From an optimization exercise on the open Yosys and OpenROAD flow, aimed at small area and a short achievable clock period; shortcuts taken in it are not production practice.
Only simulation tests tie the RTL to the original design; equivalence was not proved.
Power is estimated from default activity; no workload was simulated.

==> module flit_fifo, before the edit <==
module flit_fifo
#(
   parameter int width     = 18,
   parameter bit port_copy = 1'b0    
)
(
   input  wire              clk,
   input  wire              reset,
   input  wire              wr_en,
   input  wire [width-1:0]  wr_data,
   input  wire              rd_en,
   output logic [width-1:0] rd_data,
   output logic [2:0]       peek_info,    
   output logic             empty,
   output logic             full,
   output logic             not_empty_q,    
   output logic             not_full_q,
   output logic [4:0]       used_slots_q
);
   localparam int ram_depth = 15;
   logic [width-1:0] head_q;
   logic [width-1:0] mem [ram_depth];
   logic             cnt0, cnt1;    
   logic [width-1:0] ram_out;
   logic [3:0]       lo_q;
   logic [4:0]       hi_q;
   function automatic logic occ_is(input logic [3:0] lo, input logic [4:0] hi, input int n);
      occ_is = hi[n / 4] && lo[n % 4];
   endfunction
   always_ff @(posedge clk)
   begin
      if (reset)
      begin
         lo_q <= 4'b0001;
         hi_q <= 5'b00001;
         cnt0 <= 1'b1;
         cnt1 <= 1'b0;
      end
      else if (wr_en != rd_en)
      begin
         if (rd_en)
         begin
            lo_q <= {lo_q[0], lo_q[3:1]};
            if (lo_q[0])
               hi_q <= {1'b0, hi_q[4:1]};
         end
         else
         begin
            lo_q <= {lo_q[2:0], lo_q[3]};
            if (lo_q[3])
               hi_q <= {hi_q[3:0], 1'b0};
         end
         cnt0 <= rd_en && cnt1;
         cnt1 <= rd_en ? occ_is(lo_q, hi_q, 2) : cnt0;
      end
   end
   always_ff @(posedge clk)
   begin
      if (wr_en && !cnt0)
      begin
         mem[0] <= wr_data;
         for (int i = 1; i < ram_depth; i++)
            mem[i] <= mem[i - 1];
      end
   end
   always_comb
   begin
      ram_out = '0;
      for (int i = 0; i < ram_depth; i++)
         ram_out = ram_out | ({width{occ_is(lo_q, hi_q, i + 2)}} & mem[i]);
   end
   logic             take;    
   logic [width-1:0] head_d;
   assign take   = rd_en || cnt0;
   assign head_d = (!cnt0 && !cnt1) ? ram_out : wr_data;    
   always_ff @(posedge clk)
   begin
      if (take)
         head_q <= head_d;
   end
   logic [width-1:0] next_flit;
   assign next_flit = (cnt0 || cnt1) ? wr_data : ram_out;
   assign peek_info = {next_flit[15:12] == 4'd4, noc_ni_pkg::len_bits(next_flit[9:5])};
   if (port_copy)
   begin : g_port
      logic [width-1:0] port_q;
      always_ff @(posedge clk)
      begin
         port_q <= (rd_en || (cnt0 && wr_en)) ? head_d : head_q;
      end
      assign rd_data = port_q;
   end
   else
   begin : g_head
      assign rd_data = head_q;
   end
   assign empty = cnt0;
   assign full  = hi_q[4];
   logic [4:0] used_q;
   logic [4:0] used_inc, used_dec;
   assign used_inc[0] = !used_q[0];
   assign used_inc[1] = used_q[1] ^ used_q[0];
   assign used_inc[2] = used_q[2] ^ (used_q[1] & used_q[0]);
   assign used_inc[3] = used_q[3] ^ (used_q[2] & used_q[1] & used_q[0]);
   assign used_inc[4] = used_q[4] ^ (used_q[3] & used_q[2] & used_q[1] & used_q[0]);
   assign used_dec[0] = !used_q[0];
   assign used_dec[1] = used_q[1] ^ !used_q[0];
   assign used_dec[2] = used_q[2] ^ !(used_q[1] | used_q[0]);
   assign used_dec[3] = used_q[3] ^ !(used_q[2] | used_q[1] | used_q[0]);
   assign used_dec[4] = used_q[4] ^ !(used_q[3] | used_q[2] | used_q[1] | used_q[0]);
   always_ff @(posedge clk)
   begin
      if (reset)
      begin
         used_q      <= '0;
         not_empty_q <= 1'b0;
         not_full_q  <= 1'b1;
      end
      else if (wr_en != rd_en)
      begin
         used_q      <= rd_en ? used_dec : used_inc;
         not_empty_q <= !(rd_en && cnt1);
         not_full_q  <= rd_en || !occ_is(lo_q, hi_q, 15);
      end
   end
   assign used_slots_q = used_q;
endmodule
clock: 7.0 ns
lec_check: 0
cap_margin: 20
core_margin: 2
core_utilization: 75
cts_cluster_diameter: 80
cts_cluster_size: 20
setup_slack_margin: 4.3
slew_margin: 20
run.sh (not shown) runs the stock make flow with config.mk's settings and CLKGATE_MAP_FILE= SYNTH_SCRIPT=/design/flow/synth_recipe.tcl, a recipe that flattens the netlist after the stock synthesis.
==> next run, changes <==
--- a/flow/design.v
+++ b/flow/design.v
@@ -138,11 +138,11 @@
          ram_out = ram_out | ({width{occ_is(lo_q, hi_q, i + 2)}} & mem[i]);
    end
    logic             take;    
    logic [width-1:0] head_d;
    assign take   = rd_en || cnt0;
-   assign head_d = (!cnt0 && !cnt1) ? ram_out : wr_data;    
+   assign head_d = (!cnt0 && !cnt1 && rd_en) ? ram_out : wr_data;
    always_ff @(posedge clk)
    begin
       if (take)
          head_q <= head_d;
    end
Result:
- The changed run completed without violations
- power fell by a few percent
- cell area goes down slightly
- fmax decreases by a few percent
- routed wire length fell slightly
- via count fell by a few percent
- count of clock-buffer cells in the layout decreases by 5

-- port drivers added, routing unchanged --
Ports are ideal in the flow. The routed layouts listed here were re-timed in OpenROAD. Step 1 (the two cells are an assumption about what drives the block):
set clk [get_ports {clk}]
set_driving_cell -lib_cell sky130_fd_sc_hd__clkbuf_16 $clk
set_driving_cell -lib_cell sky130_fd_sc_hd__buf_2 [delete_from_list [all_inputs] $clk]
Step 2 moves the port delays by t, midway between the first and last clock arrival at a register: inputs arrive t later, outputs are due t later. That takes back most of the time a late clock gives input paths. a / b / c = ideal / step 1 / step 2; a / b = the first two.
run	t (ns)	setup WS [ns]	pins driven straight from the clock port
the first run	0.754	4.240 / 4.262 / 3.516	1
the second run	0.770	4.181 / 4.181 / 3.556	1
After both steps every run listed still meets setup and hold. The setup slack of the first run, which loses most, moves by +0.022 ns with the drivers and by -0.724 ns with both steps.
